This design comes from an exercise in tuning for small area, a short achievable clock period and few clock cycles per item on the open sky130 flow, not from production work.
The RTL was checked by simulation tests, not by an equivalence proof against the original design.

--- flow/run.sh ---
#!/bin/bash
# synth_recipe.tcl (not shown) runs the flow's synth.tcl, then flattens the netlist and writes it again
# the make line also repeats each setting of config.mk as NAME=value (left out here)
make -C /OpenROAD-flow-scripts/flow DESIGN_CONFIG=/design/flow/config.mk WORK_HOME=/design/flow/orfs CLKGATE_MAP_FILE= SYNTH_SCRIPT=/design/flow/synth_recipe.tcl finish
--- flow/config.mk ---
export PLATFORM = sky130hd
export DESIGN_NAME = alu_arbiter
export DESIGN_NICKNAME = alu_arbiter
export VERILOG_FILES = /design/flow/design.v
export SDC_FILE = /design/flow/constraint.sdc
export NUM_CORES = 4
export LEC_CHECK = 0
export CAP_MARGIN = 20
export CORE_MARGIN = 2
export CORE_UTILIZATION = 40
export SLEW_MARGIN = 20
--- flow/constraint.sdc ---
create_clock -name core_clock -period 70.0 [get_ports {clk}]
set_input_delay 14.0000 -clock core_clock [delete_from_list [all_inputs] [get_ports {clk}]]
set_output_delay 14.0000 -clock core_clock [all_outputs]
set_load 0.01 [all_outputs]
--- flow/design.v ---
package alu_arb_pkg;
    localparam logic [3:0] OP_ADD  = 4'h0;
    localparam logic [3:0] OP_SUB  = 4'h1;
    localparam logic [3:0] OP_MUL  = 4'h2;
    localparam logic [3:0] OP_UDIV = 4'h3;
    localparam logic [3:0] OP_SHL  = 4'h4;
    localparam logic [3:0] OP_SHR  = 4'h5;
    localparam logic [3:0] OP_ROTL = 4'h6;
    localparam logic [3:0] OP_ROTR = 4'h7;
    localparam logic [3:0] OP_AND  = 4'h8;
    localparam logic [3:0] OP_OR   = 4'h9;
    localparam logic [3:0] OP_NOR  = 4'hA;
    localparam logic [3:0] OP_NAND = 4'hB;
    localparam logic [3:0] OP_XOR  = 4'hC;
    localparam logic [3:0] OP_XNOR = 4'hD;
    localparam logic [3:0] OP_GT   = 4'hE;
    localparam logic [3:0] OP_EQ   = 4'hF;
    localparam logic [63:0] DIV0_RESULT = '1;
    typedef enum logic [1:0] {
        ST_IDLE = 2'd0,
        ST_EXEC = 2'd1,
        ST_RESP = 2'd2
    } arb_state_t;
endpackage
module alu_arb_core
#(
    parameter int unsigned WORDSIZE      = 32,
    parameter int unsigned SEL_LINE_SIZE = 4
) (
    input  logic [WORDSIZE-1:0]      a,
    input  logic [WORDSIZE-1:0]      b,
    input  logic [SEL_LINE_SIZE-1:0] sel,
    output logic [WORDSIZE-1:0]      result,
    output logic                     carry
);
    logic              sub;
    logic [WORDSIZE:0] sum;
    logic [WORDSIZE-1:0] x;
    logic              eq;
    assign sub = (sel != alu_arb_pkg::OP_ADD);
    assign sum = {1'b0, a} + {1'b0, (sub ? ~b : b)} + {{WORDSIZE{1'b0}}, sub};
    assign x   = a ^ b;
    assign eq  = (x == '0);
    always_comb begin
        result = '0;
        carry  = 1'b0;
        case (sel)
            alu_arb_pkg::OP_ADD: begin
                result = sum[WORDSIZE-1:0];
                carry  = sum[WORDSIZE];
            end
            alu_arb_pkg::OP_SUB: begin
                result = sum[WORDSIZE-1:0];
                carry  = ~sum[WORDSIZE];
            end
            alu_arb_pkg::OP_SHL:  result = {a[WORDSIZE-2:0], 1'b0};
            alu_arb_pkg::OP_SHR:  result = {1'b0, a[WORDSIZE-1:1]};
            alu_arb_pkg::OP_ROTL: result = {a[WORDSIZE-2:0], a[WORDSIZE-1]};
            alu_arb_pkg::OP_ROTR: result = {a[0], a[WORDSIZE-1:1]};
            alu_arb_pkg::OP_AND:  result = a & b;
            alu_arb_pkg::OP_OR:   result = a | b;
            alu_arb_pkg::OP_NOR:  result = ~(a | b);
            alu_arb_pkg::OP_NAND: result = ~(a & b);
            alu_arb_pkg::OP_XOR:  result = x;
            alu_arb_pkg::OP_XNOR: result = ~x;
            alu_arb_pkg::OP_GT:   result[0] = sum[WORDSIZE] & ~eq;
            alu_arb_pkg::OP_EQ:   result[0] = eq;
            default: ;
        endcase
    end
endmodule
module alu_arb_div
#(
    parameter int unsigned W  = 32,
    parameter int unsigned KD = 4
) (
    input  logic         clk,
    input  logic         ld,
    input  logic [W-1:0] a,
    input  logic [W-1:0] b,
    output logic [W-1:0] q,
    output logic         done
);
    localparam int unsigned N  = W / KD;
    localparam int unsigned CW = $clog2(N + 1);
    logic [W-1:0]  rem_q, q_q, dv_q;
    logic [CW-1:0] cnt_q;
    logic [W-1:0] rem_i, q_i, dv_i;
    logic [W-1:0] rem_s [KD+1];
    logic [W-1:0] q_s   [KD+1];
    assign rem_i = ld ? '0 : rem_q;
    assign q_i   = ld ? a  : q_q;
    assign dv_i  = ld ? b  : dv_q;
    assign rem_s[0] = rem_i;
    assign q_s[0]   = q_i;
    for (genvar j = 0; j < KD; j++) begin : g_step
        logic [W:0] t, d;
        assign t = {rem_s[j], q_s[j][W-1]};
        assign d = t - {1'b0, dv_i};
        assign rem_s[j+1] = d[W] ? t[W-1:0] : d[W-1:0];
        assign q_s[j+1]   = {q_s[j][W-2:0], ~d[W]};
    end
    assign done = (cnt_q == CW'(N));
    always_ff @(posedge clk) begin
        rem_q <= rem_s[KD];
        dv_q  <= dv_i;
        if (ld || !done) q_q <= q_s[KD];
        if (ld) cnt_q <= CW'(1);
        else if (!done) cnt_q <= cnt_q + 1'b1;
    end
    assign q = q_q;
endmodule
module alu_arb_mul
#(
    parameter int unsigned W  = 32,
    parameter int unsigned KM = 4
) (
    input  logic         clk,
    input  logic         ld,
    input  logic [W-1:0] a,
    input  logic [W-1:0] b,
    output logic [W-1:0] p,
    output logic         done
);
    logic [W-1:0] ma_q, mb_q, acc_q;
    logic [W-1:0] ma_i, mb_i, acc_i, acc_n;
    assign ma_i  = ld ? a  : ma_q;
    assign mb_i  = ld ? b  : mb_q;
    assign acc_i = ld ? '0 : acc_q;
    always_comb begin
        acc_n = acc_i;
        for (int j = 0; j < KM; j++)
            if (mb_i[j]) acc_n = acc_n + (ma_i << j);
    end
    always_ff @(posedge clk) begin
        ma_q  <= ma_i << KM;
        mb_q  <= mb_i >> KM;
        acc_q <= acc_n;
    end
    assign p    = acc_q;
    assign done = (mb_q == '0);
endmodule
module alu_arbiter
#(
    parameter int unsigned WORDSIZE      = 32,
    parameter int unsigned SEL_LINE_SIZE = 4,
    parameter int unsigned NUM_REQ       = 4
) (
    input  logic                              clk,
    input  logic                              rst_n,
    input  logic [NUM_REQ-1:0]                req_valid,
    output logic [NUM_REQ-1:0]                req_ready,
    input  logic [NUM_REQ*WORDSIZE-1:0]       req_a,
    input  logic [NUM_REQ*WORDSIZE-1:0]       req_b,
    input  logic [NUM_REQ*SEL_LINE_SIZE-1:0]  req_sel,
    output logic [NUM_REQ-1:0]                rsp_valid,
    input  logic [NUM_REQ-1:0]                rsp_ready,
    output logic [WORDSIZE-1:0]               rsp_result,
    output logic                              rsp_carry,
    output logic                              busy
);
    localparam int unsigned W     = WORDSIZE;
    localparam int unsigned SW    = SEL_LINE_SIZE;
    localparam int unsigned NR    = NUM_REQ;
    localparam int unsigned IDX_W = (NR > 1) ? $clog2(NR) : 1;
    localparam int unsigned KD    = 4;
    localparam int unsigned KM    = 4;
    logic [NR-1:0]    rdy_q;      
    logic [NR-1:0]    lng_q;      
    logic             busy_q;
    logic [W-1:0]     s_a, s_b;   
    logic [SW-1:0]    s_sel;
    logic [IDX_W-1:0] s_own;
    logic             s_v;
    logic [W-1:0]     r_res;      
    logic             r_c;
    logic [NR-1:0]    r_vld;
    logic [W-1:0]     k_res;      
    logic             k_c;
    logic [IDX_W-1:0] k_own;
    logic             k_v;
    logic             m_occ, d_occ;         
    logic [IDX_W-1:0] m_own, d_own;
    logic [W-1:0]     in_a, in_b;
    logic [SW-1:0]    in_sel;
    logic [IDX_W-1:0] in_own;
    logic             acc;
    always_comb begin
        in_a   = '0;
        in_b   = '0;
        in_sel = '0;
        in_own = '0;
        for (int unsigned i = 0; i < NR; i++) begin
            if (rdy_q[i]) begin
                in_a   = in_a   | req_a[i*W +: W];
                in_b   = in_b   | req_b[i*W +: W];
                in_sel = in_sel | req_sel[i*SW +: SW];
                in_own = in_own | IDX_W'(i);
            end
        end
    end
    assign acc = |(req_valid & rdy_q);
    logic [W-1:0] alu_res;
    logic         alu_c;
    logic [W-1:0] m_res, d_res;
    logic         m_done, d_done;
    logic s_mul, s_div, s_simple;
    assign s_mul    = s_v && (s_sel == alu_arb_pkg::OP_MUL);
    assign s_div    = s_v && (s_sel == alu_arb_pkg::OP_UDIV);
    assign s_simple = s_v && !s_mul && !s_div;
    alu_arb_core #(.WORDSIZE(W), .SEL_LINE_SIZE(SW)) u_core (
        .a(s_a), .b(s_b), .sel(s_sel), .result(alu_res), .carry(alu_c)
    );
    logic m_ld, d_ld;
    assign m_ld = s_mul && !m_occ;
    assign d_ld = s_div && !d_occ;
    alu_arb_mul #(.W(W), .KM(KM)) u_mul (
        .clk(clk), .ld(m_ld), .a(s_a), .b(s_b), .p(m_res), .done(m_done)
    );
    alu_arb_div #(.W(W), .KD(KD)) u_div (
        .clk(clk), .ld(d_ld), .a(s_a), .b(s_b), .q(d_res), .done(d_done)
    );
    logic r_load;               
    assign r_load = !(|(r_vld & ~rsp_ready));
    logic s_to_r, s_to_k, k_to_r, m_to_r, d_to_r, s_hold;
    always_comb begin
        k_to_r = r_load && k_v;
        s_to_r = r_load && !k_v && s_simple;
        m_to_r = r_load && !k_v && !s_simple && m_occ && m_done;
        d_to_r = r_load && !k_v && !s_simple && !(m_occ && m_done) && d_occ && d_done;
        s_to_k = s_simple && (r_load ? k_v : !k_v);
        s_hold = (s_simple && !r_load && k_v) || (s_mul && m_occ) || (s_div && d_occ);
    end
    logic             k_v_n, s_v_n, m_occ_n, d_occ_n;
    logic [SW-1:0]    s_sel_n;
    logic [NR-1:0]    r_vld_n, lng_n, elig, rdy_n;
    logic [IDX_W-1:0] r_own_src;
    always_comb begin
        r_own_src = s_own;
        if (k_v)         r_own_src = k_own;
        else if (s_simple) r_own_src = s_own;
        else if (m_to_r) r_own_src = m_own;
        else             r_own_src = d_own;
    end
    logic n_mul, n_div, n_long;
    always_comb begin
        s_v_n   = s_hold || acc;
        s_sel_n = s_hold ? s_sel : in_sel;
        n_mul   = s_v_n && (s_sel_n == alu_arb_pkg::OP_MUL);
        n_div   = s_v_n && (s_sel_n == alu_arb_pkg::OP_UDIV);
        n_long  = n_mul || n_div;
        k_v_n   = s_to_k || (k_v && !k_to_r);
        m_occ_n = m_ld || (m_occ && !m_to_r);
        d_occ_n = d_ld || (d_occ && !d_to_r);
        r_vld_n = r_load ? '0 : r_vld;
        if (k_to_r || s_to_r || m_to_r || d_to_r) r_vld_n[r_own_src] = 1'b1;
        lng_n = lng_q;
        if (m_to_r) lng_n[m_own] = 1'b0;
        if (d_to_r) lng_n[d_own] = 1'b0;
        if (acc && !s_hold && n_long) lng_n[in_own] = 1'b1;
        elig = ~lng_n;
        if (k_v_n) elig = '0;
        if (n_mul && (m_occ || m_ld)) elig = '0;
        if (n_div && (d_occ || d_ld)) elig = '0;
    end
    logic [IDX_W-1:0] cur_idx;
    always_comb begin
        cur_idx = '0;
        for (int unsigned i = 0; i < NR; i++) if (rdy_q[i]) cur_idx = IDX_W'(i);
    end
    always_comb begin
        logic [NR-1:0] pref;
        logic          got;
        logic [IDX_W-1:0] j;
        pref  = elig & req_valid;
        if (pref == '0) pref = elig;
        rdy_n = '0;
        got   = 1'b0;
        for (int unsigned k = 1; k <= NR; k++) begin
            j = cur_idx + IDX_W'(k);
            if (!got && pref[j]) begin
                got      = 1'b1;
                rdy_n[j] = 1'b1;
            end
        end
    end
    always_ff @(posedge clk) begin
        if (!rst_n) begin
            rdy_q  <= NR'(1);
            lng_q  <= '0;
            busy_q <= 1'b0;
            s_v    <= 1'b0;
            k_v    <= 1'b0;
            r_vld  <= '0;
            m_occ  <= 1'b0;
            d_occ  <= 1'b0;
        end else begin
            rdy_q  <= rdy_n;
            lng_q  <= lng_n;
            busy_q <= s_v_n || k_v_n || (|r_vld_n) || m_occ_n || d_occ_n;
            s_v    <= s_v_n;
            k_v    <= k_v_n;
            r_vld  <= r_vld_n;
            m_occ  <= m_occ_n;
            d_occ  <= d_occ_n;
        end
    end
    always_ff @(posedge clk) begin
        if (!s_hold) begin
            s_a   <= in_a;
            s_b   <= in_b;
            s_sel <= in_sel;
            s_own <= in_own;
        end
        if (s_to_k) begin
            k_res <= alu_res;
            k_c   <= alu_c;
            k_own <= s_own;
        end
        if (r_load) begin
            if (k_v) begin
                r_res <= k_res;
                r_c   <= k_c;
            end else if (s_simple) begin
                r_res <= alu_res;
                r_c   <= alu_c;
            end else if (m_to_r) begin
                r_res <= m_res;
                r_c   <= 1'b0;
            end else begin
                r_res <= d_res;
                r_c   <= 1'b0;
            end
        end
        if (m_ld) m_own <= s_own;
        if (d_ld) d_own <= s_own;
    end
    assign req_ready  = rdy_q;
    assign rsp_valid  = r_vld;
    assign rsp_result = r_res;
    assign rsp_carry  = r_c;
    assign busy       = busy_q;
endmodule
==> run_results.csv <==
group,metric,value,unit
cts,cts_tree,"built",
grt,grt_pass1_vias,30600,
routing,route.vias.total,32600,
critical_path,startpoint_type,"input pin",
place,dp_cells,5568,
logic_synthesis,synth_edf_count,171,
grt,grt_pass1_wl,180,mm
timing,rsz0062_at_grt,"false",
logic_synthesis,synth_ff_type,"dfxtp_1",
finish,final_core_util,47.7,%
cts,cts_buffers,43,
finish,fin_cells,5652,
flow_run,maxCapViolCount,0,
logic_synthesis,yosys_warnings,6,
critical_path,required,70.48,ns
critical_path,crit_arrival,19.06,ns
grt,grt.total_usage,26.5,%
cts,cts_resized,0,
finish,layout-drive-gt1-share,6.20,%
finish,fill_cells,8270,
routing,wirelength,119,mm
finish,synthToLayoutAreaGrowth,17.8,%
routing,drt_iter0_markers,2755,
floorplan,fp.dieW,295,um
cts,hold_buffers,0,
timing,finalMaxSlewViolations,0,
critical_path,critPathCaptureType,"register",
floorplan,rows,106,
floorplan,dieHeight,295,um
critical_path,cp_max_fo,41,
logic_synthesis,synth_area_leaders,"edfxtp_1, ha_1, dfxtp_1",
finish,finalNetCount,5117,
logic_synthesis,synthArstFlopShare,0,%
floorplan,initial_core_util,40.5,%
place,routabilityCongestion,0.968,
routing,dr.pass1.iters,6,
timing,period_needed,18.58,ns
logic_synthesis,syn_area,34000,sq um
grt,antenna_found_initial,2,
logic_synthesis,syn_inst,4231,
logic_synthesis,synth_nets,4869,
logic_synthesis,synth_cell_types,98,
cts,cts_num_sinks,347,
timing,setup_viol,0,
cts,ctsHtreeMaxLevel,2,
timing,fin_skew,0.0384,ns
finish,regArea,8670,sq um
timing,slew_headroom,15.6,%
critical_path,path_class,"input pin to register",
cts,clock_latency,0.61,ns
cts,cts.clk_slew.worst_paths,0.06,ns
logic_synthesis,yosys.area.top_type,"edfxtp_1",
routing,antenna_left,0,
timing,min_period_over_period,26.5,%
run_status,status,"timing/DRC/antenna clean",
timing,fmax,53.8,MHz
place,port_buffers,323,
floorplan,core_area,83800,sq um
routing,wl_per_cell,21.0,um
routing,drc,0,
logic_synthesis,avgSynthCellArea,8.03,sq um
routing,via_per_inst,5.78,
grt,grt_overflow,0,
logic_synthesis,seq_area_frac_synth,25.5,%
logic_synthesis,ys_seq_elements,347,
grt,grt_max_degree,77,
finish,multi_input_area,23700,sq um
hold_path,min_path_type,"register to register",
place,dp_hpwl,92.2,mm
timing,finalSetupTns,0,ns
cts,cts_max_path_buffers,3,
cts,post-cts-setup-buffer-count,0,
timing,worstMarginPinSlew,1.26,ns
logic_synthesis,synth_top_area_share,15.1,%
floorplan,io_pins,324,
floorplan,dieArea,87200,sq um
finish,mostFrequentLayoutCell,"nand2_1",
finish,final_cell_mix,"nand2_1, ha_1, o21ai_0, a21oi_1, clkdlybuf4s50_1",
timing,final-hold-violation-count,0,
cts,cts_root_buf,"clkbuf_16",
## synthesized netlist by cell type (11+ instances only)
cell       count
nand2_1      458
ha_1         350
o21ai_0      338
a21oi_1      325
nor2_1       307
inv_1        239
dfxtp_1      176
edfxtp_1     171
xnor2_1      169
a22oi_1      156
clkbuf_1     148
mux2i_1      137
a21o_1        98
xor2_1        91
and2_1        84
nand3_1       81
nor3_1        64
mux2_2        62
o31ai_1       47
o22ai_1       43
nor2b_1       41
o21a_1        41
nand2b_1      40
a211oi_1      39
o21bai_1      39
buf_1         36
and3_1        35
a31oi_1       29
or3_1         28
o211ai_1      25
nor4_1        23
nand4_1       22
nor3b_1       18
or2_2         16
a21boi_0      14
a22o_1        13
o21ai_1       13
o31a_1        13
a2111oi_0     11
## layout make-up
cell class	instances	share of cell area (%)
repair buffers	395	9.43
diodes	4	0.0250
flip-flops and latches	347	21.7
well taps	1134	3.55
clock inverters	22	0.800
inverters	243	2.31
multi-input cells	3449	59.3
clock buffers	58	2.93
## metrics by stage
step | worst slack (ns) | hold slack (ns) | cell area, sq um
floorplan | 51.81 | 0.417 | 34000
global route | 50.91 | 0.475 | 40000
CTS | 51.44 | 0.455 | 40000
detailed placement | 50.84 | 0.441 | 38500
finish | 51.42 | 0.461 | 40000
global placement | 50.85 | 0.437 | 38500
## critical path, stage by stage
cell,delay (ns)
clkdlybuf4s50_1,0.45
inv_1,0.04
a22oi_1,0.16
o221ai_1,0.33
inv_1,0.13
buf_4,0.44
ha_1,0.28
and3_2,0.17
buf_4,0.53
nand2_1,0.20
o221ai_1,0.23
o21ai_0,0.18
o22ai_1,0.20
o211ai_1,0.19
o21a_1,0.24
mux2i_1,0.25
and3b_1,0.21
o21ai_0,0.38
nor2_1,0.07
or3_1,0.35
## cells by family after synthesis
group / share of synthesized area, %
compound gates: 25.7
other cells: 0.0110
xor+xnor: 6.71
mux: 6.45
fa+ha+maj: 13.2
simple gates: 17.4
buf+inv: 4.99
flops: 25.5
## layer usage
metal  part of all wire [%]  GRT usage, %  vias up
met1                     44          36.1    15300
li1                       -             -    16000
met5                  0.016             0        -
met4                    3.0          7.60        2
met2                     45          42.7     1138
met3                    7.9          4.98      183
## worst paths after layout
| kind | startpoint | end | slack (ns) | cells past startpoint |
|---|---|---|---|---|
| max | rsp_ready[2] | rdy_q[0]$_SDFF_PN1_ | 51.42 | 20 |
| min | u_mul.mb_q[6]$_DFF_P_ | u_mul.mb_q[2]$_DFF_P_ | 0.46 | 2 |
| max reg2reg | s_sel[1]$_DFF_P_ | u_div.rem_q[22]$_DFF_P_ | 51.77 | 56 |
| min reg2reg | u_mul.mb_q[6]$_DFF_P_ | u_mul.mb_q[2]$_DFF_P_ | 0.46 | 2 |
## flip-flops by register name, indices dropped and copies added, names as in the netlist, 2 cells and up, named ones only
name,cells
r_res,32
s_own,2
u_div.dv_q,32
r_vld,4
m_own,2
s_b,32
u_mul.ma_q,28
lng_q,4
u_mul.mb_q,28
s_sel,4
d_own,2
k_own,2
u_mul.acc_q,31
u_div.q_q,32
s_a,32
k_res,32
u_div.cnt_q,4
rdy_q,4
u_div.rem_q,32
Testbench counts, summed over its fixed seeds: cycles 2,718, items 2,048.

## static timing again, ports no longer ideal
How much do the figures lean on ideal ports? The routed layout below was timed once more, with nothing changed but the port constraints.
Step 1 (the two cells are an assumption about what drives the block):
set clk [get_ports {clk}]
set_driving_cell -lib_cell sky130_fd_sc_hd__clkbuf_16 $clk
set_driving_cell -lib_cell sky130_fd_sc_hd__buf_2 [delete_from_list [all_inputs] $clk]
Step 2 also shifts input and output timing later by t, the mid clock arrival at the registers, as if the neighbouring blocks saw the same clock.
Three values: ideal ports, drivers, drivers and shift; two values: the first two.
t, ns: 0.658
slack for setup (ns): 51.422 / 51.463 / 50.805
worst register clock-pin slew, ns: 0.07 / 0.07
worst data-port slew with drivers (ns): 0.06
cell pins on the clock port's net: 1
After both steps this run still meets setup and hold. The setup slack of this run moves by +0.041 ns with the drivers and by -0.617 ns with both steps.
